From an optimization exercise on the open Yosys and OpenROAD flow, aimed at small area; shortcuts taken in it are not production practice. Function was checked by simulation only, so behaviour that the tests miss may differ from the original. No activity file was given, so power comes from the tool's default toggle rates.

==> design/flow/design.v <==
`timescale 1ns/1ps
module aesInv (
	input  logic a,
	output logic y
);
	assign y = ~a;
endmodule
module aesNand2 (
	input  logic a,
	input  logic b,
	output logic y
);
	assign y = ~(a & b);
endmodule
module aesNor2 (
	input  logic a,
	input  logic b,
	output logic y
);
	assign y = ~(a | b);
endmodule
module aesNand3 (
	input  logic a,
	input  logic b,
	input  logic c,
	output logic y
);
	assign y = ~(a & b & c);
endmodule
module aesNand4 (
	input  logic a,
	input  logic b,
	input  logic c,
	input  logic d,
	output logic y
);
	assign y = ~(a & b & c & d);
endmodule
module aesAnd2 (
	input  logic a,
	input  logic b,
	output logic y
);
	assign y = a & b;
endmodule
module aesOr2 (
	input  logic a,
	input  logic b,
	output logic y
);
	assign y = a | b;
endmodule
module aesXor2 (
	input  logic a,
	input  logic b,
	output logic y
);
	assign y = a ^ b;
endmodule
module aesXnor2 (
	input  logic a,
	input  logic b,
	output logic y
);
	assign y = ~(a ^ b);
endmodule
module aesAo21 (
	input  logic a1,
	input  logic a2,
	input  logic b,
	output logic y
);
	assign y = (a1 & a2) | b;
endmodule
module aesAo22 (
	input  logic a1,
	input  logic a2,
	input  logic b1,
	input  logic b2,
	output logic y
);
	assign y = (a1 & a2) | (b1 & b2);
endmodule
module aesAnd3 (
	input  logic a,
	input  logic b,
	input  logic c,
	output logic y
);
	assign y = a & b & c;
endmodule
module aesAnd4 (
	input  logic a,
	input  logic b,
	input  logic c,
	input  logic d,
	output logic y
);
	assign y = a & b & c & d;
endmodule
module aesAnd4b (
	input  logic an,
	input  logic b,
	input  logic c,
	input  logic d,
	output logic y
);
	assign y = ~an & b & c & d;
endmodule
module aesAnd3b (
	input  logic an,
	input  logic b,
	input  logic c,
	output logic y
);
	assign y = ~an & b & c;
endmodule
module aesOr3 (
	input  logic a,
	input  logic b,
	input  logic c,
	output logic y
);
	assign y = a | b | c;
endmodule
module aesOr4 (
	input  logic a,
	input  logic b,
	input  logic c,
	input  logic d,
	output logic y
);
	assign y = a | b | c | d;
endmodule
module aesNand2b (
	input  logic an,
	input  logic b,
	output logic y
);
	assign y = ~(~an & b);
endmodule
module aesNand3b (
	input  logic an,
	input  logic b,
	input  logic c,
	output logic y
);
	assign y = ~(~an & b & c);
endmodule
module aesO21a (
	input  logic a1,
	input  logic a2,
	input  logic b,
	output logic y
);
	assign y = (a1 | a2) & b;
endmodule
module aesO21ai (
	input  logic a1,
	input  logic a2,
	input  logic b,
	output logic y
);
	assign y = ~((a1 | a2) & b);
endmodule
module aesO22ai (
	input  logic a1,
	input  logic a2,
	input  logic b1,
	input  logic b2,
	output logic y
);
	assign y = ~((a1 | a2) & (b1 | b2));
endmodule
module aesMaj3 (
	input  logic a,
	input  logic b,
	input  logic c,
	output logic y
);
	assign y = (a & b) | (a & c) | (b & c);
endmodule
module aesMux2i (
	input  logic a0,
	input  logic a1,
	input  logic s,
	output logic y
);
	assign y = ~(s ? a1 : a0);
endmodule
module aesAoi222 (
	input  logic a1,
	input  logic a2,
	input  logic b1,
	input  logic b2,
	input  logic c1,
	input  logic c2,
	output logic y
);
	assign y = ~((a1 & a2) | (b1 & b2) | (c1 & c2));
endmodule
module aesDec16n (
	input  logic [3:0]  aN,
	output logic [15:0] y
);
	logic [3:0] a;
	logic [3:0] lo;
	logic [3:0] hi;
	for (genvar i = 0; i < 4; i++) begin : gInv
		aesInv uInv (.a(aN[i]), .y(a[i]));
	end
	for (genvar k = 0; k < 4; k++) begin : gPre
		aesNand2 uLo (.a(((k >> 1) & 1) ? a[1] : aN[1]), .b((k & 1) ? a[0] : aN[0]), .y(lo[k]));
		aesNand2 uHi (.a(((k >> 1) & 1) ? a[3] : aN[3]), .b((k & 1) ? a[2] : aN[2]), .y(hi[k]));
	end
	for (genvar i = 0; i < 16; i++) begin : gOut
		aesNor2 uOut (.a(lo[i % 4]), .b(hi[i / 4]), .y(y[i]));
	end
endmodule
module aesDec16ne (
	input  logic [3:0]  aN,
	input  logic        en,
	output logic [15:0] y
);
	logic [3:0] a;
	logic [3:0] lo;
	logic [3:0] hi;
	for (genvar i = 0; i < 4; i++) begin : gInv
		aesInv uInv (.a(aN[i]), .y(a[i]));
	end
	for (genvar k = 0; k < 4; k++) begin : gPre
		aesNand2 uLo (.a(((k >> 1) & 1) ? a[1] : aN[1]), .b((k & 1) ? a[0] : aN[0]), .y(lo[k]));
		aesNand3 uHi (.a(((k >> 1) & 1) ? a[3] : aN[3]), .b((k & 1) ? a[2] : aN[2]), .c(en), .y(hi[k]));
	end
	for (genvar i = 0; i < 16; i++) begin : gOut
		aesNor2 uOut (.a(lo[i % 4]), .b(hi[i / 4]), .y(y[i]));
	end
endmodule
module aesDec16ne2 (
	input  logic [3:0]  aN,
	input  logic        en,
	output logic [15:0] y,
	output logic [15:0] y2
);
	logic [3:0] a;
	logic [3:0] lo;
	logic [3:0] hi;
	for (genvar i = 0; i < 4; i++) begin : gInv
		aesInv uInv (.a(aN[i]), .y(a[i]));
	end
	for (genvar k = 0; k < 4; k++) begin : gPre
		aesNand2 uLo (.a(((k >> 1) & 1) ? a[1] : aN[1]), .b((k & 1) ? a[0] : aN[0]), .y(lo[k]));
		aesNand3 uHi (.a(((k >> 1) & 1) ? a[3] : aN[3]), .b((k & 1) ? a[2] : aN[2]), .c(en), .y(hi[k]));
	end
	for (genvar i = 0; i < 16; i++) begin : gOut
		aesNor2 uOut (.a(lo[i % 4]), .b(hi[i / 4]), .y(y[i]));
		aesNor2 uOut2 (.a(lo[i % 4]), .b(hi[i / 4]), .y(y2[i]));
	end
endmodule
module aesSel32 (
	input  logic [31:0]  sel,
	input  logic [255:0] d,
	output logic [7:0]   y
);
	for (genvar b = 0; b < 8; b++) begin : gBit
		logic [11:0] t;
		logic [2:0]  n;
		for (genvar k = 0; k < 10; k++) begin : gTri
			aesAoi222 uAoi (
				.a1(sel[3 * k]),     .a2(d[24 * k + b]),
				.b1(sel[3 * k + 1]), .b2(d[24 * k + 8 + b]),
				.c1(sel[3 * k + 2]), .c2(d[24 * k + 16 + b]),
				.y(t[k])
			);
		end
		aesNand2 uLast0 (.a(sel[30]), .b(d[240 + b]), .y(t[10]));
		aesNand2 uLast1 (.a(sel[31]), .b(d[248 + b]), .y(t[11]));
		aesNand4 uN0 (.a(t[0]), .b(t[1]), .c(t[2]), .d(t[3]), .y(n[0]));
		aesNand4 uN1 (.a(t[4]), .b(t[5]), .c(t[6]), .d(t[7]), .y(n[1]));
		aesNand4 uN2 (.a(t[8]), .b(t[9]), .c(t[10]), .d(t[11]), .y(n[2]));
		aesOr3 uOr (.a(n[0]), .b(n[1]), .c(n[2]), .y(y[b]));
	end
endmodule
module aesSel16 (
	input  logic [15:0]  sel,
	input  logic [127:0] d,
	output logic [7:0]   y
);
	for (genvar b = 0; b < 8; b++) begin : gBit
		logic [5:0] t;
		logic [1:0] n;
		for (genvar k = 0; k < 5; k++) begin : gTri
			aesAoi222 uAoi (
				.a1(sel[3 * k]),     .a2(d[24 * k + b]),
				.b1(sel[3 * k + 1]), .b2(d[24 * k + 8 + b]),
				.c1(sel[3 * k + 2]), .c2(d[24 * k + 16 + b]),
				.y(t[k])
			);
		end
		aesNand2 uLast (.a(sel[15]), .b(d[120 + b]), .y(t[5]));
		aesNand4 uN0 (.a(t[0]), .b(t[1]), .c(t[2]), .d(t[3]), .y(n[0]));
		aesNand2 uN1 (.a(t[4]), .b(t[5]), .y(n[1]));
		aesOr2 uOr (.a(n[0]), .b(n[1]), .y(y[b]));
	end
endmodule
module aesSel4 (
	input  logic [3:0]  sel,
	input  logic [31:0] d,
	output logic [7:0]  y
);
	for (genvar b = 0; b < 8; b++) begin : gBit
		logic [1:0] t;
		aesAoi222 uAoi (
			.a1(sel[0]), .a2(d[b]),
			.b1(sel[1]), .b2(d[8 + b]),
			.c1(sel[2]), .c2(d[16 + b]),
			.y(t[0])
		);
		aesNand2 uLast (.a(sel[3]), .b(d[24 + b]), .y(t[1]));
		aesNand2 uOut (.a(t[0]), .b(t[1]), .y(y[b]));
	end
endmodule
module aesSboxN (
	input  logic [7:0] dinN,
	output logic [7:0] dout
);
	logic U0, U1, U2, U3, U4, U5, U6, U7;
	logic X1, T1, X2, X3, T9, T16, T6, T3, T4, T15, T8, T17;
	logic T22, T2, T10, T19, T20, T25, T26, T14, T27, T13, T23, T24;
	logic M1, M2, M3, M4, M5, M6, M7, M8, M9, M10, M11, M12;
	logic M13, M14, M15, M16, M17, M18, M19, M20, M21, M22, M23, M24;
	logic M25, M26, M27, M28, M29, M30, M31, M32, M33, M34, M35, M36;
	logic M37, M38, M39, M40, M41, M42, M43, M44, M45, M46, M47, M48;
	logic M49, M50, M51, M52, M53, M54, M55, M56, M57, M58, M59, M60;
	logic M61, M62, M63, L0, L1, L2, L3, L4, L5, L6, L7, L8;
	logic L9, L10, L11, L12, L13, L14, L15, L16, L17, L18, L19, L20;
	logic L21, L22, L23, L24, L25, L26, L27, L28, L29;
	assign {U0, U1, U2, U3, U4, U5, U6, U7} = dinN;
	aesXor2 gX1 (.a(U6), .b(U4), .y(X1));
	aesXor2 gT1 (.a(U3), .b(U0), .y(T1));
	aesXor2 gX2 (.a(U2), .b(U1), .y(X2));
	aesXnor2 gX3 (.a(U5), .b(X1), .y(X3));
	aesXnor2 gT9 (.a(U7), .b(X2), .y(T9));
	aesXnor2 gT16 (.a(U2), .b(X3), .y(T16));
	aesXor2 gT6 (.a(X1), .b(T1), .y(T6));
	aesXor2 gT3 (.a(U6), .b(U0), .y(T3));
	aesXor2 gT4 (.a(U5), .b(U3), .y(T4));
	aesXnor2 gT15 (.a(U1), .b(X3), .y(T15));
	aesXnor2 gT8 (.a(U7), .b(T6), .y(T8));
	aesXnor2 gT17 (.a(U7), .b(T15), .y(T17));
	aesXnor2 gT22 (.a(U6), .b(T9), .y(T22));
	aesXor2 gT2 (.a(U5), .b(U0), .y(T2));
	aesXor2 gT10 (.a(X2), .b(T6), .y(T10));
	aesXor2 gT19 (.a(U3), .b(T9), .y(T19));
	aesXnor2 gT20 (.a(U0), .b(T9), .y(T20));
	aesXnor2 gT25 (.a(U0), .b(T16), .y(T25));
	aesXnor2 gT26 (.a(U6), .b(T25), .y(T26));
	aesXor2 gT14 (.a(T1), .b(T15), .y(T14));
	aesXor2 gT27 (.a(T16), .b(T6), .y(T27));
	aesXor2 gT13 (.a(T3), .b(T4), .y(T13));
	aesXor2 gT23 (.a(T22), .b(T2), .y(T23));
	aesXor2 gT24 (.a(T2), .b(T10), .y(T24));
	aesNand2 gM1 (.a(T13), .b(T6), .y(M1));
	aesNand2 gM2 (.a(T23), .b(T8), .y(M2));
	aesXnor2 gM3 (.a(T14), .b(M1), .y(M3));
	aesNor2 gM4 (.a(T19), .b(U7), .y(M4));
	aesXnor2 gM5 (.a(M4), .b(M1), .y(M5));
	aesNand2 gM6 (.a(T3), .b(T16), .y(M6));
	aesNand2 gM7 (.a(T22), .b(T9), .y(M7));
	aesXnor2 gM8 (.a(T26), .b(M6), .y(M8));
	aesNand2 gM9 (.a(T20), .b(T17), .y(M9));
	aesXor2 gM10 (.a(M9), .b(M6), .y(M10));
	aesNand2 gM11 (.a(T1), .b(T15), .y(M11));
	aesNand2 gM12 (.a(T4), .b(T27), .y(M12));
	aesXor2 gM13 (.a(M12), .b(M11), .y(M13));
	aesNand2 gM14 (.a(T2), .b(T10), .y(M14));
	aesXor2 gM15 (.a(M14), .b(M11), .y(M15));
	aesXnor2 gM16 (.a(M3), .b(M2), .y(M16));
	aesXor2 gM17 (.a(M5), .b(T24), .y(M17));
	aesXnor2 gM18 (.a(M8), .b(M7), .y(M18));
	aesXor2 gM19 (.a(M10), .b(M15), .y(M19));
	aesXor2 gM20 (.a(M16), .b(M13), .y(M20));
	aesXor2 gM21 (.a(M17), .b(M15), .y(M21));
	aesXor2 gM22 (.a(M18), .b(M13), .y(M22));
	aesXor2 gM23 (.a(M19), .b(T25), .y(M23));
	aesXnor2 gM24 (.a(M22), .b(M23), .y(M24));
	aesNand2 gM25 (.a(M22), .b(M20), .y(M25));
	aesXor2 gM26 (.a(M21), .b(M25), .y(M26));
	aesXnor2 gM27 (.a(M20), .b(M21), .y(M27));
	aesXor2 gM28 (.a(M23), .b(M25), .y(M28));
	aesNor2 gM29 (.a(M28), .b(M27), .y(M29));
	aesNor2 gM30 (.a(M26), .b(M24), .y(M30));
	aesNand2 gM31 (.a(M20), .b(M23), .y(M31));
	aesNor2 gM32 (.a(M27), .b(M31), .y(M32));
	aesXor2 gM33 (.a(M27), .b(M25), .y(M33));
	aesNand2 gM34 (.a(M21), .b(M22), .y(M34));
	aesNor2 gM35 (.a(M24), .b(M34), .y(M35));
	aesXor2 gM36 (.a(M24), .b(M25), .y(M36));
	aesXor2 gM37 (.a(M21), .b(M29), .y(M37));
	aesXor2 gM38 (.a(M32), .b(M33), .y(M38));
	aesXnor2 gM39 (.a(M23), .b(M30), .y(M39));
	aesXor2 gM40 (.a(M35), .b(M36), .y(M40));
	aesXor2 gM41 (.a(M38), .b(M40), .y(M41));
	aesXnor2 gM42 (.a(M37), .b(M39), .y(M42));
	aesXor2 gM43 (.a(M37), .b(M38), .y(M43));
	aesXnor2 gM44 (.a(M39), .b(M40), .y(M44));
	aesXor2 gM45 (.a(M42), .b(M41), .y(M45));
	aesNand2 gM46 (.a(M44), .b(T6), .y(M46));
	aesNand2 gM47 (.a(M40), .b(T8), .y(M47));
	aesNor2 gM48 (.a(M39), .b(U7), .y(M48));
	aesNand2 gM49 (.a(M43), .b(T16), .y(M49));
	aesNand2 gM50 (.a(M38), .b(T9), .y(M50));
	aesNand2 gM51 (.a(M37), .b(T17), .y(M51));
	aesNand2 gM52 (.a(M42), .b(T15), .y(M52));
	aesNand2 gM53 (.a(M45), .b(T27), .y(M53));
	aesNand2 gM54 (.a(M41), .b(T10), .y(M54));
	aesNand2 gM55 (.a(M44), .b(T13), .y(M55));
	aesNand2 gM56 (.a(M40), .b(T23), .y(M56));
	aesNor2 gM57 (.a(M39), .b(T19), .y(M57));
	aesNand2 gM58 (.a(M43), .b(T3), .y(M58));
	aesNand2 gM59 (.a(M38), .b(T22), .y(M59));
	aesNand2 gM60 (.a(M37), .b(T20), .y(M60));
	aesNand2 gM61 (.a(M42), .b(T1), .y(M61));
	aesNand2 gM62 (.a(M45), .b(T4), .y(M62));
	aesNand2 gM63 (.a(M41), .b(T2), .y(M63));
	aesXor2 gL0 (.a(M61), .b(M62), .y(L0));
	aesXor2 gL1 (.a(M50), .b(M56), .y(L1));
	aesXnor2 gL2 (.a(M46), .b(M48), .y(L2));
	aesXor2 gL3 (.a(M47), .b(M55), .y(L3));
	aesXor2 gL4 (.a(M54), .b(M58), .y(L4));
	aesXor2 gL5 (.a(M49), .b(M61), .y(L5));
	aesXnor2 gL6 (.a(M62), .b(L5), .y(L6));
	aesXnor2 gL7 (.a(M46), .b(L3), .y(L7));
	aesXor2 gL8 (.a(M51), .b(M59), .y(L8));
	aesXor2 gL9 (.a(M52), .b(M53), .y(L9));
	aesXnor2 gL10 (.a(M53), .b(L4), .y(L10));
	aesXnor2 gL11 (.a(M60), .b(L2), .y(L11));
	aesXnor2 gL12 (.a(M48), .b(M51), .y(L12));
	aesXnor2 gL13 (.a(M50), .b(L0), .y(L13));
	aesXor2 gL14 (.a(M52), .b(M61), .y(L14));
	aesXnor2 gL15 (.a(M55), .b(L1), .y(L15));
	aesXnor2 gL16 (.a(M56), .b(L0), .y(L16));
	aesXor2 gL17 (.a(M57), .b(L1), .y(L17));
	aesXnor2 gL18 (.a(M58), .b(L8), .y(L18));
	aesXnor2 gL19 (.a(M63), .b(L4), .y(L19));
	aesXor2 gL20 (.a(L0), .b(L1), .y(L20));
	aesXor2 gL21 (.a(L1), .b(L7), .y(L21));
	aesXor2 gL22 (.a(L3), .b(L12), .y(L22));
	aesXor2 gL23 (.a(L18), .b(L2), .y(L23));
	aesXor2 gL24 (.a(L15), .b(L9), .y(L24));
	aesXor2 gL25 (.a(L6), .b(L10), .y(L25));
	aesXor2 gL26 (.a(L7), .b(L9), .y(L26));
	aesXor2 gL27 (.a(L8), .b(L10), .y(L27));
	aesXor2 gL28 (.a(L11), .b(L14), .y(L28));
	aesXor2 gL29 (.a(L11), .b(L17), .y(L29));
	aesXor2 gS0 (.a(L6), .b(L24), .y(dout[7]));
	aesXnor2 gS1 (.a(L16), .b(L26), .y(dout[6]));
	aesXnor2 gS2 (.a(L19), .b(L28), .y(dout[5]));
	aesXor2 gS3 (.a(L6), .b(L21), .y(dout[4]));
	aesXor2 gS4 (.a(L20), .b(L22), .y(dout[3]));
	aesXor2 gS5 (.a(L25), .b(L29), .y(dout[2]));
	aesXnor2 gS6 (.a(L13), .b(L27), .y(dout[1]));
	aesXnor2 gS7 (.a(L6), .b(L23), .y(dout[0]));
endmodule
`timescale 1ns/1ps
module encryptCtrl (
	input  logic clk,
	input  logic rstN,
	input  logic set,
	input  logic lastStep,
	output logic start,
	output logic busy,
	output logic cipherValid
);
	logic setQ;
	logic setN;
	logic setQNext;
	logic busyKeep;
	logic busyNext;
	logic validSet;
	logic validNext;
	aesAnd3b uStart (.an(set), .b(rstN), .c(setQ), .y(start));
	aesAnd2 uSetQ (.a(rstN), .b(set), .y(setQNext));
	aesAnd3b uKeep (.an(lastStep), .b(busy), .c(rstN), .y(busyKeep));
	aesOr2 uBusy (.a(start), .b(busyKeep), .y(busyNext));
	aesInv uSetN (.a(set), .y(setN));
	aesAo21 uValid (.a1(cipherValid), .a2(setN), .b(lastStep), .y(validSet));
	aesAnd3b uValidNext (.an(start), .b(rstN), .c(validSet), .y(validNext));
	always_ff @(posedge clk) begin
		setQ        <= setQNext;
		busy        <= busyNext;
		cipherValid <= validNext;
	end
endmodule
`timescale 1ns/1ps
module roundCounter (
	input  logic       clk,
	input  logic       start,
	input  logic       busy,
	input  logic [3:0] curPhase,
	output logic       lastStep,
	output logic       loadState,
	output logic       stateSbox,
	output logic       stateSum,
	output logic       opKey,
	output logic       opByte,
	output logic       opDouble,
	output logic       sboxKeyLo,
	output logic       sboxKeyHi,
	output logic       sboxData,
	output logic [3:0] readIdxN,
	output logic [3:0] readPhaseN,
	output logic       keyKeep,
	output logic       mixSbox,
	output logic       mixPrev,
	output logic       mixRcon,
	output logic [7:0] rcon,
	output logic [3:0] tapSel
);
	logic [3:0] slot;
	logic [2:0] rev;
	logic [3:0] roundNum;
	logic [3:0] slotNext;
	logic [2:0] revNext;
	logic [3:0] roundNext;
	logic       revEn;
	logic       roundEn;
	logic s10, s210, slotAll, revEnd;
	logic slotX1, slotX2, slotX3;
	aesAnd2 uS10 (.a(slot[1]), .b(slot[0]), .y(s10));
	aesAnd2 uS210 (.a(s10), .b(slot[2]), .y(s210));
	aesAnd2 uSAll (.a(s210), .b(slot[3]), .y(slotAll));
	aesXnor2 uSX1 (.a(slot[1]), .b(slot[0]), .y(slotX1));
	aesXnor2 uSX2 (.a(slot[2]), .b(s10), .y(slotX2));
	aesXnor2 uSX3 (.a(slot[3]), .b(s210), .y(slotX3));
	aesNor2 uSN0 (.a(slot[0]), .b(start), .y(slotNext[0]));
	aesNor2 uSN1 (.a(slotX1), .b(start), .y(slotNext[1]));
	aesNor2 uSN2 (.a(slotX2), .b(start), .y(slotNext[2]));
	aesNor2 uSN3 (.a(slotX3), .b(start), .y(slotNext[3]));
	aesAnd2 uRevEnd (.a(busy), .b(slotAll), .y(revEnd));
	logic r0N, r0, r20N, r10, rev7, rev3, revAN, v21N, v20N, v10N, revEN, revCN;
	aesOr4 uR0N (.a(roundNum[0]), .b(roundNum[1]), .c(roundNum[2]), .d(roundNum[3]), .y(r0N));
	aesInv uR0 (.a(r0N), .y(r0));
	aesNor2 uR20 (.a(roundNum[2]), .b(roundNum[0]), .y(r20N));
	aesAnd3 uR10 (.a(roundNum[3]), .b(roundNum[1]), .c(r20N), .y(r10));
	aesAnd3 uRev7 (.a(rev[0]), .b(rev[1]), .c(rev[2]), .y(rev7));
	aesAnd3b uRev3 (.an(rev[2]), .b(rev[1]), .c(rev[0]), .y(rev3));
	aesOr3 uRevA (.a(rev[0]), .b(rev[1]), .c(rev[2]), .y(revAN));
	aesNor2 uV21 (.a(rev[2]), .b(rev[1]), .y(v21N));
	aesNor2 uV20 (.a(rev[2]), .b(rev[0]), .y(v20N));
	aesNand2 uRevE (.a(v21N), .b(rev[0]), .y(revEN));
	aesNand2 uRevC (.a(v20N), .b(rev[1]), .y(revCN));
	logic nextRound;
	aesAnd2 uNext (.a(revEnd), .b(rev7), .y(nextRound));
	aesAnd3 uLast (.a(revEnd), .b(r10), .c(rev3), .y(lastStep));
	logic v10;
	aesOr2 uRevEn (.a(start), .b(revEnd), .y(revEn));
	logic vI0, vI1, vI2;
	aesAnd2 uV10 (.a(rev[1]), .b(rev[0]), .y(v10));
	aesInv uVI0 (.a(rev[0]), .y(vI0));
	aesXor2 uVI1 (.a(rev[1]), .b(rev[0]), .y(vI1));
	aesXor2 uVI2 (.a(rev[2]), .b(v10), .y(vI2));
	aesOr2 uVN0 (.a(vI0), .b(start), .y(revNext[0]));
	aesOr2 uVN1 (.a(vI1), .b(start), .y(revNext[1]));
	aesOr2 uVN2 (.a(vI2), .b(start), .y(revNext[2]));
	logic q10, q210, qX1, qX2, qX3;
	aesOr2 uRoundEn (.a(start), .b(nextRound), .y(roundEn));
	aesAnd2 uQ10 (.a(roundNum[1]), .b(roundNum[0]), .y(q10));
	aesAnd2 uQ210 (.a(q10), .b(roundNum[2]), .y(q210));
	aesXnor2 uQX1 (.a(roundNum[1]), .b(roundNum[0]), .y(qX1));
	aesXnor2 uQX2 (.a(roundNum[2]), .b(q10), .y(qX2));
	aesXnor2 uQX3 (.a(roundNum[3]), .b(q210), .y(qX3));
	aesNor2 uQN0 (.a(roundNum[0]), .b(start), .y(roundNext[0]));
	aesNor2 uQN1 (.a(qX1), .b(start), .y(roundNext[1]));
	aesNor2 uQN2 (.a(qX2), .b(start), .y(roundNext[2]));
	aesNor2 uQN3 (.a(qX3), .b(start), .y(roundNext[3]));
	always_ff @(posedge clk) begin
		slot <= slotNext;
		if (revEn) begin
			rev <= revNext;
		end
		if (roundEn) begin
			roundNum <= roundNext;
		end
	end
	logic actN, subBytes, expand, rconRev, finalKey, mixRev, mixRevPre, firstCol, firstColN;
	logic keySbox, keySboxN, row3N, row0;
	aesNand2 uActN (.a(busy), .b(r0N), .y(actN));
	aesAnd2 uLoad (.a(busy), .b(r0), .y(loadState));
	aesNand2 uKeep (.a(busy), .b(r0), .y(keyKeep));
	aesNor2 uSub (.a(actN), .b(revAN), .y(subBytes));
	aesNor2 uExpand (.a(actN), .b(revEN), .y(expand));
	aesNor2 uRcon (.a(actN), .b(revCN), .y(rconRev));
	aesAnd3 uFinal (.a(busy), .b(r10), .c(rev3), .y(finalKey));
	aesNor2 uMixRevN (.a(actN), .b(r10), .y(mixRevPre));
	aesAnd2 uMixRev (.a(mixRevPre), .b(revAN), .y(mixRev));
	aesNor2 uFirst (.a(slot[3]), .b(slot[2]), .y(firstCol));
	aesOr2 uFirstN (.a(slot[3]), .b(slot[2]), .y(firstColN));
	aesAnd2 uKeySbox (.a(expand), .b(firstCol), .y(keySbox));
	aesNand2 uRow3N (.a(slot[1]), .b(slot[0]), .y(row3N));
	aesNor2 uRow0 (.a(slot[1]), .b(slot[0]), .y(row0));
	assign stateSbox = subBytes;
	aesNor2 uStateSum (.a(loadState), .b(subBytes), .y(stateSum));
	assign opKey = finalKey;
	aesNor2 uSboxLo (.a(keySboxN), .b(row3N), .y(sboxKeyLo));
	aesNand2 uKeySboxN (.a(expand), .b(firstCol), .y(keySboxN));
	aesAnd2 uSboxHi (.a(keySbox), .b(row3N), .y(sboxKeyHi));
	assign sboxData = keySboxN;
	assign mixSbox = keySbox;
	aesAnd2 uMixPrev (.a(expand), .b(firstColN), .y(mixPrev));
	aesAnd2 uMixRcon (.a(rconRev), .b(row0), .y(mixRcon));
	logic v1r1N, mbA, mbB, mbC, mbD, mixByte, v10N2, mdA0, mdA, mdB, mdC, mixDouble;
	aesNor2 uV1r1 (.a(rev[1]), .b(slot[1]), .y(v1r1N));
	aesAnd2 uMbA (.a(v1r1N), .b(rev[0]), .y(mbA));
	aesAnd3b uMbB (.an(slot[1]), .b(rev[1]), .c(slot[0]), .y(mbB));
	aesAnd3b uMbC (.an(rev[1]), .b(rev[0]), .c(slot[0]), .y(mbC));
	aesNor2 uV10N (.a(rev[1]), .b(rev[0]), .y(v10N2));
	aesAnd3b uMbD (.an(slot[0]), .b(v10N2), .c(slot[1]), .y(mbD));
	aesOr4 uMb (.a(mbA), .b(mbB), .c(mbC), .d(mbD), .y(mixByte));
	aesAnd3b uMdA0 (.an(rev[2]), .b(rev[1]), .c(rev[0]), .y(mdA0));
	aesAnd3 uMdA (.a(mdA0), .b(slot[1]), .c(slot[0]), .y(mdA));
	aesAnd2 uMdB (.a(v10N2), .b(row0), .y(mdB));
	aesAnd3b uMdC (.an(slot[0]), .b(v20N), .c(slot[1]), .y(mdC));
	aesOr3 uMd (.a(mdA), .b(mdB), .c(mdC), .y(mixDouble));
	logic sd1a, sd1b, sd0, sd1, sq0, sqa, sqb, sq1, sh1a, sh1b;
	logic [3:0] mixSlotN;
	assign mixSlotN[0] = rev[0];
	aesXnor2 uMs1 (.a(rev[1]), .b(rev[0]), .y(mixSlotN[1]));
	aesXnor2 uSd0 (.a(rev[0]), .b(slot[0]), .y(sd0));
	aesAnd2 uSd1a (.a(rev[0]), .b(slot[0]), .y(sd1a));
	aesXnor2 uSd1b (.a(mixSlotN[1]), .b(slot[1]), .y(sd1b));
	aesXor2 uSd1 (.a(sd1b), .b(sd1a), .y(sd1));
	aesAnd2 uSq0 (.a(roundNum[0]), .b(sd0), .y(sq0));
	aesAnd2 uSqa (.a(roundNum[1]), .b(sd0), .y(sqa));
	aesAnd2 uSqb (.a(roundNum[0]), .b(sd1), .y(sqb));
	aesXor2 uSq1 (.a(sqa), .b(sqb), .y(sq1));
	aesXnor2 uMs2 (.a(slot[2]), .b(sq0), .y(mixSlotN[2]));
	aesAnd2 uSh1a (.a(slot[2]), .b(sq0), .y(sh1a));
	aesXor2 uSh1b (.a(slot[3]), .b(sq1), .y(sh1b));
	aesXnor2 uMs3 (.a(sh1b), .b(sh1a), .y(mixSlotN[3]));
	logic [3:0] dispSlotN;
	assign dispSlotN[2:0] = curPhase[2:0];
	aesXnor2 uDs3 (.a(curPhase[3]), .b(curPhase[0]), .y(dispSlotN[3]));
	logic mixRevN;
	logic [3:0] pickN;
	aesInv uMixRevInv (.a(mixRev), .y(mixRevN));
	for (genvar i = 0; i < 4; i++) begin : gPick
		aesAo22 uPick (.a1(mixRev), .a2(mixSlotN[i]), .b1(mixRevN), .b2(dispSlotN[i]), .y(pickN[i]));
	end
	logic ic1, ic2, ic3, ix1, ix2, ix3;
	aesXor2 uI0 (.a(pickN[0]), .b(slot[0]), .y(readIdxN[0]));
	aesAnd2 uIc1 (.a(pickN[0]), .b(slot[0]), .y(ic1));
	aesXor2 uIx1 (.a(pickN[1]), .b(slot[1]), .y(ix1));
	aesXor2 uI1 (.a(ix1), .b(ic1), .y(readIdxN[1]));
	aesMaj3 uIc2 (.a(pickN[1]), .b(slot[1]), .c(ic1), .y(ic2));
	aesXor2 uIx2 (.a(pickN[2]), .b(slot[2]), .y(ix2));
	aesXor2 uI2 (.a(ix2), .b(ic2), .y(readIdxN[2]));
	aesMaj3 uIc3 (.a(pickN[2]), .b(slot[2]), .c(ic2), .y(ic3));
	aesXor2 uIx3 (.a(pickN[3]), .b(slot[3]), .y(ix3));
	aesXor2 uI3 (.a(ix3), .b(ic3), .y(readIdxN[3]));
	logic kl0, kl1, klc, kp0, kpa, kpb, kp1, kt1, kt0N, kt1N;
	aesXnor2 uKl0 (.a(roundNum[0]), .b(rev[0]), .y(kl0));
	aesOr2 uKlc (.a(roundNum[0]), .b(rev[0]), .y(klc));
	aesXnor2 uKl1 (.a(roundNum[1]), .b(klc), .y(kl1));
	aesAnd2 uKp0 (.a(kl0), .b(slot[0]), .y(kp0));
	aesAnd2 uKpa (.a(kl1), .b(slot[0]), .y(kpa));
	aesAnd2 uKpb (.a(kl0), .b(slot[1]), .y(kpb));
	aesXor2 uKp1 (.a(kpa), .b(kpb), .y(kp1));
	aesXor2 uKt1 (.a(kp1), .b(kp0), .y(kt1));
	aesInv uKt0N (.a(kp0), .y(kt0N));
	aesInv uKt1N (.a(kt1), .y(kt1N));
	aesNor2 uTap0 (.a(kt1), .b(kp0), .y(tapSel[0]));
	aesNor2 uTap1 (.a(kt1), .b(kt0N), .y(tapSel[1]));
	aesNor2 uTap2 (.a(kt1N), .b(kp0), .y(tapSel[2]));
	aesAnd2 uTap3 (.a(kt1), .b(kp0), .y(tapSel[3]));
	logic n21, n10, n20, rc1a, r30, r21, r210, rc2a, rc3a, r10x, r32x;
	aesNor2 uN21 (.a(roundNum[2]), .b(roundNum[1]), .y(n21));
	aesNor2 uN10 (.a(roundNum[1]), .b(roundNum[0]), .y(n10));
	aesAnd2 uRc0 (.a(n21), .b(roundNum[0]), .y(rcon[0]));
	aesAnd2 uR30 (.a(roundNum[3]), .b(roundNum[0]), .y(r30));
	aesNor2 uN20 (.a(roundNum[2]), .b(roundNum[0]), .y(n20));
	aesAnd2 uRc1a (.a(n20), .b(roundNum[1]), .y(rc1a));
	aesOr2 uRc1 (.a(rc1a), .b(r30), .y(rcon[1]));
	aesAnd3b uRc2a (.an(roundNum[2]), .b(roundNum[1]), .c(roundNum[0]), .y(rc2a));
	aesAnd2 uR31 (.a(roundNum[3]), .b(roundNum[1]), .y(r21));
	aesOr2 uRc2 (.a(rc2a), .b(r21), .y(rcon[2]));
	aesAnd2 uRc3a (.a(n10), .b(roundNum[2]), .y(rc3a));
	aesOr2 uRc3 (.a(rc3a), .b(r30), .y(rcon[3]));
	aesAnd3b uRc4a (.an(roundNum[1]), .b(roundNum[2]), .c(roundNum[0]), .y(r210));
	aesXor2 uR10x (.a(roundNum[1]), .b(roundNum[0]), .y(r10x));
	aesAo21 uRc4 (.a1(roundNum[3]), .a2(r10x), .b(r210), .y(rcon[4]));
	aesXor2 uR32x (.a(roundNum[3]), .b(roundNum[2]), .y(r32x));
	aesAnd3b uRc5 (.an(roundNum[0]), .b(roundNum[1]), .c(r32x), .y(rcon[5]));
	aesAnd3 uRc6 (.a(roundNum[2]), .b(roundNum[1]), .c(roundNum[0]), .y(rcon[6]));
	aesAnd2 uRc7 (.a(roundNum[3]), .b(n10), .y(rcon[7]));
	aesAnd2 uOpByte (.a(mixRev), .b(mixByte), .y(opByte));
	aesAnd2 uOpDbl (.a(mixRev), .b(mixDouble), .y(opDouble));
	logic [3:0] slotN;
	for (genvar i = 0; i < 4; i++) begin : gPhase
		aesInv uSlotN (.a(slot[i]), .y(slotN[i]));
		aesMux2i uPh (.a0(curPhase[i]), .a1(slotN[i]), .s(loadState), .y(readPhaseN[i]));
	end
endmodule
`timescale 1ns/1ps
module keySchedule (
	input  logic         clk,
	input  logic [127:0] cipherKey,
	input  logic [15:0]  loadSel,
	input  logic         keyLoad,
	input  logic         keyKeep,
	input  logic         mixSbox,
	input  logic         mixPrev,
	input  logic         mixRcon,
	input  logic [7:0]   rcon,
	input  logic [3:0]   tapSel,
	input  logic [7:0]   sboxOut,
	input  logic         sboxKeyLo,
	input  logic         sboxKeyHi,
	input  logic         sboxData,
	input  logic [7:0]   keyed,
	output logic [7:0]   sboxInN,
	output logic [7:0]   keyTap
);
	logic [127:0] ring;
	logic [7:0]   keyByte;
	logic [7:0]   mixInN;
	logic [7:0]   expanded;
	logic [7:0]   keyIn;
	aesSel16 uLoad (.sel(loadSel), .d(cipherKey), .y(keyByte));
	for (genvar b = 0; b < 8; b++) begin : gSbIn
		aesAoi222 uSbIn (
			.a1(sboxKeyLo), .a2(ring[72 + b]),
			.b1(sboxKeyHi), .b2(ring[104 + b]),
			.c1(sboxData),  .c2(keyed[b]),
			.y(sboxInN[b])
		);
	end
	aesSel4 uTap (.sel(tapSel), .d({ring[103:96], ring[71:64], ring[39:32], ring[7:0]}), .y(keyTap));
	for (genvar b = 0; b < 8; b++) begin : gBit
		aesAoi222 uMix (
			.a1(mixSbox), .a2(sboxOut[b]),
			.b1(mixPrev), .b2(ring[96 + b]),
			.c1(mixRcon), .c2(rcon[b]),
			.y(mixInN[b])
		);
		aesXnor2 uExp (.a(ring[b]), .b(mixInN[b]), .y(expanded[b]));
		aesAo22 uIn (.a1(keyLoad), .a2(keyByte[b]), .b1(keyKeep), .b2(expanded[b]), .y(keyIn[b]));
	end
	always_ff @(posedge clk) begin
		ring <= {keyIn, ring[127:8]};
	end
endmodule
`timescale 1ns/1ps
module roundDatapath (
	input  logic         clk,
	input  logic [7:0]   rd,
	input  logic         loadState,
	input  logic         stateSbox,
	input  logic         stateSum,
	input  logic         opKey,
	input  logic         opByte,
	input  logic         opDouble,
	input  logic [7:0]   keyTap,
	input  logic [7:0]   sboxInN,
	output logic [127:0] ring,
	output logic [7:0]   keyed,
	output logic [7:0]   sboxOut
);
	logic [7:0]   doubled;
	logic [7:0]   operandN;
	logic [7:0]   sum;
	logic [7:0]   stateInN;
	logic [7:0]   stateIn;
	assign doubled[0] = rd[7];
	assign doubled[2] = rd[1];
	assign doubled[5] = rd[4];
	assign doubled[6] = rd[5];
	assign doubled[7] = rd[6];
	aesXor2 uDbl1 (.a(rd[0]), .b(rd[7]), .y(doubled[1]));
	aesXor2 uDbl3 (.a(rd[2]), .b(rd[7]), .y(doubled[3]));
	aesXor2 uDbl4 (.a(rd[3]), .b(rd[7]), .y(doubled[4]));
	for (genvar b = 0; b < 8; b++) begin : gBit
		aesAoi222 uOp (
			.a1(opKey),    .a2(keyTap[b]),
			.b1(opByte),   .b2(rd[b]),
			.c1(opDouble), .c2(doubled[b]),
			.y(operandN[b])
		);
		aesXnor2 uSum (.a(ring[b]), .b(operandN[b]), .y(sum[b]));
		aesXor2 uKeyed (.a(ring[b]), .b(keyTap[b]), .y(keyed[b]));
		aesAoi222 uIn (
			.a1(loadState), .a2(rd[b]),
			.b1(stateSbox), .b2(sboxOut[b]),
			.c1(stateSum),  .c2(sum[b]),
			.y(stateInN[b])
		);
		aesInv uInv (.a(stateInN[b]), .y(stateIn[b]));
	end
	aesSboxN uSbox (.dinN(sboxInN), .dout(sboxOut));
	always_ff @(posedge clk) begin
		ring <= {stateIn, ring[127:8]};
	end
endmodule
`timescale 1ns/1ps
module panelEntry (
	input  logic         clk,
	input  logic         rstN,
	input  logic         set,
	input  logic         buttonU,
	input  logic         buttonD,
	input  logic         buttonL,
	input  logic         buttonR,
	input  logic         cipherValid,
	input  logic [15:0]  phaseSel,
	input  logic [7:0]   rd,
	output logic [127:0] plainBlock,
	output logic [3:0]   curPhase,
	output logic [7:0]   sevenNum
);
	logic         rst;
	logic [7:0]   same;
	logic [8:0]   carry;
	logic [7:0]   editByte;
	logic         edit;
	logic [15:0]  writeEn;
	logic [7:0]   display;
	logic       phaseMove;
	logic [2:0] phaseSame;
	logic [3:0] phaseCarry;
	logic [3:0] phaseToggle;
	logic [3:0] phaseKeep;
	logic [3:0] phaseNext;
	aesOr2 uMove (.a(buttonR), .b(buttonL), .y(phaseMove));
	for (genvar i = 0; i < 3; i++) begin : gPhaseSame
		aesXnor2 uSame (.a(curPhase[i]), .b(buttonR), .y(phaseSame[i]));
	end
	assign phaseCarry[0] = phaseMove;
	for (genvar i = 1; i < 4; i++) begin : gPhaseCarry
		aesAnd2 uCarry (.a(phaseCarry[i - 1]), .b(phaseSame[i - 1]), .y(phaseCarry[i]));
	end
	for (genvar i = 0; i < 4; i++) begin : gPhaseNext
		aesXnor2 uKeep (.a(curPhase[i]), .b(phaseCarry[i]), .y(phaseKeep[i]));
		aesNor2 uNext (.a(rst), .b(phaseKeep[i]), .y(phaseNext[i]));
	end
	always_ff @(posedge clk) begin
		curPhase <= phaseNext;
	end
	assign carry[0] = 1'b1;
	for (genvar i = 0; i < 8; i++) begin : gEdit
		aesXnor2 uSame (.a(rd[i]), .b(buttonU), .y(same[i]));
		if (i == 0) begin : gFirst
			assign carry[1] = same[0];
		end else begin : gNext
			aesAnd2 uCarry (.a(carry[i]), .b(same[i]), .y(carry[i + 1]));
		end
	end
	aesInv uRst (.a(rstN), .y(rst));
	aesInv uToggle0 (.a(rd[0]), .y(editByte[0]));
	for (genvar i = 1; i < 8; i++) begin : gToggle
		aesXor2 uToggle (.a(rd[i]), .b(carry[i]), .y(editByte[i]));
	end
	logic editButton;
	aesOr2 uEditButton (.a(buttonU), .b(buttonD), .y(editButton));
	aesAnd4b uEdit (.an(carry[8]), .b(set), .c(editButton), .d(rstN), .y(edit));
	logic [15:0]  keep;
	logic [127:0] plainNext;
	for (genvar b = 0; b < 16; b++) begin : gEnable
		aesAnd2 uEn (.a(edit), .b(phaseSel[b]), .y(writeEn[b]));
		aesNor2 uKeep (.a(writeEn[b]), .b(rst), .y(keep[b]));
		for (genvar i = 0; i < 8; i++) begin : gHold
			aesAo22 uHold (
				.a1(writeEn[b]), .a2(editByte[i]),
				.b1(keep[b]),    .b2(plainBlock[8 * b + i]),
				.y(plainNext[8 * b + i])
			);
		end
	end
	always_ff @(posedge clk) begin
		plainBlock <= plainNext;
	end
	logic showAny;
	aesO21a uShow (.a1(set), .a2(cipherValid), .b(rstN), .y(showAny));
	for (genvar i = 0; i < 8; i++) begin : gShow
		aesAnd2 uShow (.a(showAny), .b(rd[i]), .y(display[i]));
	end
	always_ff @(posedge clk) begin
		sevenNum <= display;
	end
endmodule
`timescale 1ns/1ps
module aesPanelTop (
	input  logic         clk,
	input  logic         rstN,
	input  logic         set,
	input  logic         buttonU,
	input  logic         buttonD,
	input  logic         buttonL,
	input  logic         buttonR,
	input  logic [127:0] cipherKey,
	output logic [3:0]   curPhase,
	output logic [7:0]   sevenNum,
	output logic         cipherValid
);
	logic        start;
	logic        busy;
	logic        lastStep;
	logic        loadState;
	logic        stateSbox;
	logic        stateSum;
	logic        opKey;
	logic        opByte;
	logic        opDouble;
	logic        sboxKeyLo;
	logic        sboxKeyHi;
	logic        sboxData;
	logic [3:0]  readIdxN;
	logic [3:0]  readPhaseN;
	logic        keyKeep;
	logic        mixSbox;
	logic        mixPrev;
	logic        mixRcon;
	logic [7:0]  rcon;
	logic [3:0]  tapSel;
	logic [15:0] readSel;
	logic [15:0] phaseSel;
	logic [15:0] keySel;
	logic [7:0]  rd;
	logic [127:0] plainBlock;
	logic [127:0] stateRing;
	logic        selPlain;
	logic        selState;
	logic [7:0]  sboxOut;
	logic [7:0]  keyed;
	logic [7:0]  sboxInN;
	logic [7:0]  keyTap;
	encryptCtrl uCtrl (
		.clk(clk),
		.rstN(rstN),
		.set(set),
		.lastStep(lastStep),
		.start(start),
		.busy(busy),
		.cipherValid(cipherValid)
	);
	roundCounter uCounter (
		.clk(clk),
		.start(start),
		.busy(busy),
		.curPhase(curPhase),
		.lastStep(lastStep),
		.loadState(loadState),
		.stateSbox(stateSbox),
		.stateSum(stateSum),
		.opKey(opKey),
		.opByte(opByte),
		.opDouble(opDouble),
		.sboxKeyLo(sboxKeyLo),
		.sboxKeyHi(sboxKeyHi),
		.sboxData(sboxData),
		.readIdxN(readIdxN),
		.readPhaseN(readPhaseN),
		.keyKeep(keyKeep),
		.mixSbox(mixSbox),
		.mixPrev(mixPrev),
		.mixRcon(mixRcon),
		.rcon(rcon),
		.tapSel(tapSel)
	);
	aesOr2 uSelPlain (.a(set), .b(loadState), .y(selPlain));
	aesNor2 uSelState (.a(set), .b(loadState), .y(selState));
	aesDec16ne uReadDec (.aN(readIdxN), .en(selState), .y(readSel));
	aesDec16ne2 uPhaseDec (.aN(readPhaseN), .en(selPlain), .y(phaseSel), .y2(keySel));
	aesSel32 uRead (.sel({readSel, phaseSel}), .d({stateRing, plainBlock}), .y(rd));
	keySchedule uKeys (
		.clk(clk),
		.cipherKey(cipherKey),
		.loadSel(keySel),
		.keyLoad(loadState),
		.keyKeep(keyKeep),
		.mixSbox(mixSbox),
		.mixPrev(mixPrev),
		.mixRcon(mixRcon),
		.rcon(rcon),
		.tapSel(tapSel),
		.sboxOut(sboxOut),
		.sboxKeyLo(sboxKeyLo),
		.sboxKeyHi(sboxKeyHi),
		.sboxData(sboxData),
		.keyed(keyed),
		.sboxInN(sboxInN),
		.keyTap(keyTap)
	);
	roundDatapath uDatapath (
		.clk(clk),
		.rd(rd),
		.loadState(loadState),
		.stateSbox(stateSbox),
		.stateSum(stateSum),
		.opKey(opKey),
		.opByte(opByte),
		.opDouble(opDouble),
		.keyTap(keyTap),
		.sboxInN(sboxInN),
		.ring(stateRing),
		.keyed(keyed),
		.sboxOut(sboxOut)
	);
	panelEntry uPanel (
		.clk(clk),
		.rstN(rstN),
		.set(set),
		.buttonU(buttonU),
		.buttonD(buttonD),
		.buttonL(buttonL),
		.buttonR(buttonR),
		.cipherValid(cipherValid),
		.phaseSel(phaseSel),
		.rd(rd),
		.plainBlock(plainBlock),
		.curPhase(curPhase),
		.sevenNum(sevenNum)
	);
endmodule
==> design/flow/flow/run.sh <==
#!/bin/bash
# Layout flow: the standard synthesis, unchanged, then the standard
# layout with two settings of its own:
#  - each input and output port gets the smallest buffer cell (buf_1)
#    instead of the flow's default port buffer;
#  - the clock tree uses clkbuf_4, clusters of up to 10 sinks
#    within 40 um, and no dummy loads.
# Each step's full output goes to a log file in the work folder.
set -euo pipefail

bash standard.sh synth > synth.log 2>&1

bash standard.sh \
	"BUFFER_PORTS_ARGS=-buffer_cell sky130_fd_sc_hd__buf_1" \
	"CTS_ARGS=-sink_clustering_enable -repair_clock_nets -dont_use_dummy_load -buf_list sky130_fd_sc_hd__clkbuf_4 -sink_clustering_size 10 -sink_clustering_max_diameter 40" \
	finish > layout.log 2>&1
==> design/flow/standard.sh <==
#!/bin/bash
# synth_recipe.tcl (not shown) runs the flow's synth.tcl, then flattens the netlist and writes it again
# the make line also repeats each setting of config.mk as NAME=value (left out here)
make -C /OpenROAD-flow-scripts/flow DESIGN_CONFIG=/design/flow/config.mk WORK_HOME=/design/flow/orfs CLKGATE_MAP_FILE= SYNTH_SCRIPT=/design/flow/synth_recipe.tcl "${@:-finish}"
==> design/flow/config.mk <==
export PLATFORM = sky130hd
export DESIGN_NAME = aesPanelTop
export DESIGN_NICKNAME = aesPanelTop
export VERILOG_FILES = /design/flow/design.v
export SDC_FILE = /design/flow/constraint.sdc
export NUM_CORES = 8
export LEC_CHECK = 0
export CAP_MARGIN = 20
export CORE_MARGIN = 2
export CORE_UTILIZATION = 60
export PLACE_DENSITY = 0.75
export SLEW_MARGIN = 20
export SYNTH_HIERARCHICAL = 1
==> design/flow/constraint.sdc <==
create_clock -name core_clock -period 10.0 [get_ports {clk}]
set_input_delay 2.0000 -clock core_clock [delete_from_list [all_inputs] [get_ports {clk}]]
set_output_delay 2.0000 -clock core_clock [all_outputs]
set_load 0.01 [all_outputs]
==> key figures <==
Outcome
  • Status: timing/DRC/antenna clean

Clock network
  • Worst skew pair latency: 0.72 ns
  • Total CTS buffers: 50
  • Post-CTS setup buffer count: 0
  • Clk slew on worst S/H paths: 0.11 ns
  • Clk root buf: clkbuf_4
  • CTS resizes: 0
  • Clk sinks: 410
  • CTS tree: yes
  • Clk buf depth: 3
  • H-tree levels: 2
  • Hold_buf cts: 0

Cells and area
  • Area of the multi-input gates: 6180 sq um
  • Final design utilization: 67.5%
  • Layout fillers: 1904
  • Synthesis-to-layout area growth: 9.53%
  • # nets final: 1611
  • Register area: 8280 sq um
  • Layout cells sized above 1: 4.07%
  • Fin area: 15900 sq um

Die
  • # IOs: 148
  • Die H: 160 microns
  • Die Width: 160 microns
  • Area of the core: 23600 sq um
  • # rows: 56
  • Area of the die: 25500 sq um
  • Initial cell density of the core: 61.6%

STA
  • Clock Skew: 0.124 ns
  • Period utilization: 85.2%
  • Hold violation count in the final report: 0
  • Fmax: 117 MHz
  • Final Max Slew Viols: 0
  • Rel. slew slack: 30.8%
  • Setup Total Neg Slack: 0 ns
  • Setup violators final: 0
  • Fin crit period: 8.52 ns
  • RSZ-0062 raised after global routing: no
  • Worst-margin pin slew: 1.04 ns

Setup path
  • Critical Path Start Type: flop
  • Slowest Stage Delay on Critical Path: 0.84 ns
  • Most used cell, CP: xor2_1
  • Critical path arrival: 9.15 ns
  • CP endpoint kind: flop
  • Critical path type: reg -> reg
  • Slowest CP cell: a222oi_1
  • CP Max Fanout: 18
  • Req. time, crit path: 10.63 ns

Power and ir drop
  • Worst vdd ir: 0.500 mV
  • Final total power: 0.00449 W
  • Leak: 6.24 nW
  • P per Cell Area: 282 nW/um^2

Placed design
  • Hpwl dp: 28300 microns
  • Area after DPL: 15500 sq um
  • Gpl congestion: 0.949
  • I/O Buffers: 147

Routing
  • Vias per cell: 6.39
  • Drt pass-1 iters: 8
  • Vias: 11467
  • WL/cell: 21.7 microns
  • Remaining antenna violation count: 0
  • Routed WL: 38900 microns
  • Starting DRT DRC Count: 2033
  • # DRC: 0

Global route
  • Gr usage total: 30.0%
  • Grt ovf: 0
  • First-pass GRT wire length: 61400 microns
  • Vias in the first global route: 10843
  • Largest net degree at the start of global routing: 24
  • Initial antenna violation count: 1

Synthesis
  • Synth Warn #: 11
  • Post-Syn Area per Cell: 11.4 sq um
  • Post-synthesis instance area: 14500 sq um
  • Yosys reg bits: 410
  • Synth Instances: 1271
  • Syn nets: 1406
  • Synth cell types: 22
  • Sequential area share after synthesis: 56.9%

Min path
  • Hold Path Class: reg -> reg

Job
  • Max-Cap Viols: 0
## final timing paths
| kind | startpoint | endpoint | slack, ns | depth (start not counted) |
|---|---|---|---|---|
| worst min register to register | uKeys.ring[46] | uKeys.ring[38] | 0.23 | 0 |
| worst max register to register | uCounter.rev[0] | uKeys.ring[122] | 1.48 | 30 |
| worst max-delay path | uCounter.rev[0] | uKeys.ring[122] | 1.48 | 30 |
| worst min-delay path | uKeys.ring[46] | uKeys.ring[38] | 0.23 | 0 |
## report_power, final
part	leakage (nW)	internal (W)	switching [W]	total [W]
registers	3.32	0.00170	0.0000626	0.00176
logic	2.69	0.000718	0.00129	0.00201
clock network	0.230	0.000230	0.000484	0.000714
total	6.24	0.00265	0.00184	0.00449
## flip-flops by register name (all words and copies together) (netlist names)
| register | flops |
|---|---|
| uCounter.rev | 3 |
| uKeys.ring | 128 |
| uDatapath.ring | 128 |
| uPanel.curPhase | 4 |
| uPanel.sevenNum | 8 |
| uCounter.slot | 4 |
| uCounter.roundNum | 4 |
| uPanel.plainBlock | 128 |
| uCtrl.busy | 1 |
| uCtrl.cipherValid | 1 |
| uCtrl.setQ | 1 |
## area by class of cell
cell class | instances | area share, %
antenna | 1 | 0.0157
clock buffer | 50 | 2.36
inverter | 28 | 0.660
multi-input combinational | 833 | 38.8
sequential | 410 | 52.0
tap | 319 | 2.51
timing repair buffer | 153 | 3.73
## cell usage in the layout, fill, tap and decap left out, drive strengths merged, types with 12 or more instances in the layout
cell type	instances
dfxtp	403
a222oi	160
buf	153
a22o	140
nor2	103
xor2	90
nand2	89
xnor2	80
and2	69
clkbuf	50
nand4	32
inv	28
or2	22
and3b	12
## Yosys stat by module (local to each module, per instance), excerpt
module,copies in the design,cells
aesAnd3,6,1
aesAo21,2,1
aesMaj3,2,1
aesOr4,2,1
aesXor2,90,1
keySchedule,1,128
## cell usage after synthesis
library cell | number | area share, %
nor2_1 | 103 | 2.7
a21o_1 | 2 | 0.10
and3_1 | 6 | 0.26
inv_1 | 28 | 0.72
or3_1 | 10 | 0.43
o21a_1 | 1 | 0.052
and3b_1 | 12 | 0.72
or2_1 | 22 | 0.95
and4b_1 | 1 | 0.069
and2_1 | 69 | 3.0
nand2_1 | 89 | 2.3
nand4_1 | 32 | 1.4
mux2i_1 | 4 | 0.28
nand3_1 | 8 | 0.28
a22o_1 | 140 | 8.4
xor2_1 | 90 | 5.4
or4_1 | 2 | 0.10
xnor2_1 | 80 | 4.8
a222oi_1 | 160 | 11
maj3_2 | 2 | 0.15
dfxtp_1 | 403 | 55
edfxtp_1 | 7 | 1.4
## metal layers
| metal | part of all wire, % | track usage, % | up-vias |
|---|---|---|---|
| li1 | - | - | 5285 |
| met1 | 46 | 44.6 | 5527 |
| met2 | 43 | 45.3 | 588 |
| met3 | 8.4 | 4.91 | 67 |
| met4 | 2.4 | 8.51 | 0 |
| met5 | 0 | 0 | - |
## cells by family (layout without fill, tap and decap cells)
family / after synthesis / in the layout / synth area share (%)
flip-flops: 410 / 410 / 56.9
AND/OR/NAND/NOR: 354 / 354 / 12.1
AO/OA/AOI/OAI: 303 / 303 / 19.6
XOR/XNOR: 170 / 170 / 10.2
buffers and inverters: 28 / 231 / 0.723
multiplexers: 4 / 4 / 0.275
adder cells (fa/ha/maj): 2 / 2 / 0.155
other: 0 / 1 / 0
## worst max-delay path, delay by kind of cell, from the launching register on
kind	cells	cell delay, ns
xor gates and xnor gates	19	4.94
and+or+nand+nor	6	1.30
buffers and inverters	1	0.07
AOI/OAI and AO/OA	4	1.59
DFF	1	0.62
## stage by stage
step	worst slack, ns	cells	hold WS [ns]
3_3_place_gp	1.64	1742	0.309
3_5_place_dp	1.45	1742	0.312
6_report	1.48	1794	0.227
4_1_cts	1.52	1792	0.225
2_1_floorplan	2.47	1271	0.310
5_1_grt	0.675	1794	0.216

-- separate check: timing with driven ports --
In the flow no input, the clock included, has a driving cell. The finished layout below was timed again as built, in two steps.
Step 1 sets driving cells, clkbuf_16 on the clock port and buf_2 on the other inputs (assumed; they add their load-dependent delay and slew).
Step 2 moves the port delays by t, midway between the first and last clock arrival at a register: inputs arrive t later, outputs are due t later. That takes back most of the time a late clock gives input paths.
Slacks: ideal / step 1 / step 2; pairs: ideal / step 1.
t, ns: 0.710
slack for setup (ns): 1.477 / 1.477 / 1.477
latest minus earliest clock arrival (ns): 0.123 / 0.123
worst slew at a driven data input, ns: 0.07
After both steps setup and hold are still met in this run. For this run, drivers alone change the setup slack by 0.000 ns; drivers and shift together by 0.000 ns.
